Source: an optimization exercise on an open RTL-to-GDS flow (aim: small area and a short achievable clock period). Production flows keep margins and buffers that such runs may drop.
Function was checked by simulation only, so behaviour that the tests miss may differ from the original.

## before
// memory_access
module memory_access (
   input  logic        i_clk,
   input  logic        i_reset,
   input  logic        i_halt,
   input  logic        i_WB_write,
   input  logic        i_WB_mem_to_reg,
   input  logic        i_MEM_read,
   input  logic        i_MEM_write,
   input  logic        i_MEM_unsigned,
   input  logic [1:0]  i_MEM_byte_half_word,
   input  logic [4:0]  i_write_reg,
   input  logic [31:0] i_data_to_write_in_MEM,
   input  logic [31:0] i_ALU_result,
   output logic        o_WB_write,
   output logic        o_WB_mem_to_reg,
   output logic [4:0]  o_write_reg,
   output logic [31:0] o_mem_data,
   output logic [31:0] o_ALU_result
);
Size: ~7,300 cells after synthesis, about 2,100 flip-flops, ~150 I/O pins.
==> flow/config.mk <==
export PLATFORM = sky130hd
export DESIGN_NAME = memory_access
export DESIGN_NICKNAME = memory_access
export VERILOG_FILES = /design/flow/design.v
export SDC_FILE = /design/flow/constraint.sdc
export NUM_CORES = 4
export LEC_CHECK = 0
export CAP_MARGIN = 20
export CORE_MARGIN = 2
export CORE_UTILIZATION = 65
export PLACE_DENSITY = 0.75
export SLEW_MARGIN = 20
export SYNTH_HIERARCHICAL = 1
export SYNTH_MINIMUM_KEEP_SIZE = 0
==> flow/constraint.sdc <==
create_clock -name core_clock -period 5.0 [get_ports {i_clk}]
set_input_delay 1.0000 -clock core_clock [delete_from_list [all_inputs] [get_ports {i_clk}]]
set_output_delay 1.0000 -clock core_clock [all_outputs]
set_load 0.01 [all_outputs]
standard.sh (not shown) runs the stock make flow with config.mk's settings and CLKGATE_MAP_FILE= SYNTH_SCRIPT=/design/flow/synth_recipe.tcl, a recipe that flattens the netlist after the stock synthesis.
==> flow/flow/run.sh <==
#!/bin/bash
# Own layout flow: the standard synthesis unchanged, then the standard
# ORFS layout with a lighter clock tree (no dummy loads, larger sink clusters),
# small port buffers, and timing repair aimed beyond the 5 ns constraint.
# Each tool's output goes to a log file in the work folder.
set -euo pipefail
bash standard.sh synth > synth.log 2>&1
bash standard.sh \
  "CTS_ARGS=-sink_clustering_enable -repair_clock_nets -dont_use_dummy_load -sink_clustering_size 16 -sink_clustering_max_diameter 45 -root_buf sky130_fd_sc_hd__clkbuf_16 -buf_list {sky130_fd_sc_hd__clkbuf_8}" \
  "BUFFER_PORTS_ARGS=-buffer_cell sky130_fd_sc_hd__buf_2" \
  SETUP_SLACK_MARGIN=2.5 \
  finish > layout.log 2>&1
before went all the way through synthesis, placement and routing and the layout is clean on timing, DRC and antenna.
#### Input delta (after over before)
--- a/flow/design.v
+++ b/flow/design.v
@@ -49,20 +49,14 @@
 endmodule
 module ma_dec3 (
    input  logic [2:0] a,
    output logic [7:0] y
 );
    always_comb for (int i = 0; i < 8; i++) y[i] = (a == i[2:0]);
 endmodule
-module ma_wr (
-   input  logic w, r, h,
-   output logic y
-);
-   assign y = w & ~r & ~h;
-endmodule
 module ma_and2 (
    input  logic a, b,
    output logic y
 );
    assign y = a & b;
 endmodule
 module ma_be #(
@@ -144,31 +138,31 @@
    logic [2047:0] mem_qi;      
    logic [2047:0] mem_d;
    logic [7:0]    addr;
    logic [5:0]    widx;
    logic [7:0]    pa [4], pb [4];   
    logic [63:0]   sel_n [4];   
    logic [7:0]    wa [4];      
-   logic [3:0]    wr;          
+   logic          wr;
    logic          be [4][8];   
    logic [31:0]   wd_n;        
    logic [31:0]   rd_n;        
    assign addr = i_ALU_result[7:0];
    assign widx = addr[7:2];
+   assign wr   = i_MEM_write & ~i_reset & ~i_halt;
    always_comb begin
       wd_n = ~(i_MEM_byte_half_word == 2'b00 ? {4{i_data_to_write_in_MEM[7:0]}} :
                i_MEM_byte_half_word == 2'b01 ? {2{i_data_to_write_in_MEM[15:0]}} :
                i_data_to_write_in_MEM);
    end
    for (genvar l = 0; l < 4; l++) begin : g_dec
-      ma_wr    u_wr (.w(i_MEM_write), .r(i_reset), .h(i_halt), .y(wr[l]));
       ma_dec3  u_pa (.a(widx[5:3]), .y(pa[l]));
       ma_dec3  u_pb (.a(widx[2:0]), .y(pb[l]));
       for (genvar i = 0; i < 8; i++) begin : g_wa
-         ma_and2 u_wa (.a(pa[l][i]), .b(wr[l]), .y(wa[l][i]));
+         ma_and2 u_wa (.a(pa[l][i]), .b(wr), .y(wa[l][i]));
       end
       for (genvar w = 0; w < 64; w++) begin : g_s
          ma_nand2 u_s (.a(pa[l][w / 8]), .b(pb[l][w % 8]), .y(sel_n[l][w]));
       end
       for (genvar i = 0; i < 8; i++) begin : g_be
          ma_be #(.LANE(l)) u_be (.size(i_MEM_byte_half_word), .a(addr[1:0]), .be(be[l][i]));
       end
@@ -294,19 +288,18 @@
       ma_o22a u_f23 (.a1(rd_n[23]), .a2(F_n[2]), .b1(rd_n[31]), .b2(F_n[3]), .y(f23_n[c]));
    end
    for (genvar c = 0; c < 4; c++) begin : g_e
       ma_o22a u_e01 (.a1(rd_n[7]), .a2(E_n[0]), .b1(rd_n[15]), .b2(E_n[1]), .y(e01_n[c]));
       ma_o22a u_e23 (.a1(rd_n[23]), .a2(E_n[2]), .b1(rd_n[31]), .b2(E_n[3]), .y(e23_n[c]));
    end
    for (genvar b = 0; b < 8; b++) begin : g_o0
-      logic qh_n, x0, x1;
+      logic qh_n, c;
       ma_nand2 u_h (.a(o_mem_data[b]), .b(hld), .y(qh_n));
-      ma_o22a u_x0 (.a1(rd_n[b]), .a2(Ls_n[0]), .b1(rd_n[8+b]), .b2(Ls_n[1]), .y(x0));
-      ma_o22a u_x1 (.a1(rd_n[16+b]), .a2(Ls_n[2]), .b1(rd_n[24+b]), .b2(Ls_n[3]), .y(x1));
-      ma_nand3 u_o (.a(x0), .b(x1), .c(qh_n), .y(md_d[b]));
+      ma_o221a u_c (.a1(rd_n[16+b]), .a2(Ls_n[2]), .b1(rd_n[24+b]), .b2(Ls_n[3]), .c(qh_n), .y(c));
+      ma_o221ai u_o (.a1(rd_n[b]), .a2(Ls_n[0]), .b1(rd_n[8+b]), .b2(Ls_n[1]), .c(c), .y(md_d[b]));
    end
    for (genvar b = 8; b < 16; b++) begin : g_o1
       logic qh_n, x;
       ma_nand2 u_h (.a(o_mem_data[b]), .b(hld), .y(qh_n));
       ma_o22a u_x (.a1(rd_n[b]), .a2(M0_n), .b1(rd_n[16+b]), .b2(M2_n), .y(x));
       ma_nand4 u_o (.a(x), .b(f01_n[b / 12]), .c(f23_n[b / 12]), .d(qh_n), .y(md_d[b]));
    end
==> results.txt <==
Between after and before, it is after whose global-route usage is higher, by 0.99 points.
[compare] base=before new=after: final-layout non-clock buffer area share went up by 0.42 points; multi-input logic cell count went down by 0.36%; horizontal extent of the die was more or less identical.
after vs. before: post-placement cell count shows no meaningful change; portion of the clock cycle consumed by the worst path in the final layout has decreased; met3 routed wirelength increased by 0.69% relative to the old numbers.
The standard cells in after occupy more silicon area than those in before do.

[port drivers added, routing unchanged]
No port has a modelled driver above. Below, the same layouts with a new extraction and two added sets of constraints.
Step 1, drivers: a clkbuf_16 drives i_clk and a buf_2 each remaining input, both assumed.
Step 2 times the ports against the registers' clock, not the clock port: input delays grow and output delays shrink by t, the midpoint of the rising clock arrivals with the driver on.
Slacks: ideal ports / drivers / drivers and shift; pairs: ideal ports / drivers.
| run | t, ns | slack for setup (ns) | worst setup path after step 2 | latest minus earliest clock arrival (ns) | pins driven straight from the clock port |
|---|---|---|---|---|---|
| before | 0.871 | 2.334 / 2.145 / 1.274 | input to register | 0.084 / 0.084 | 1 |
| after | 0.857 | 2.376 / 2.197 / 1.340 | input to register | 0.081 / 0.080 | 1 |
After both steps every run listed still meets setup and hold. For before, which loses most, drivers alone change the setup slack by -0.189 ns; drivers and shift together by -1.060 ns.
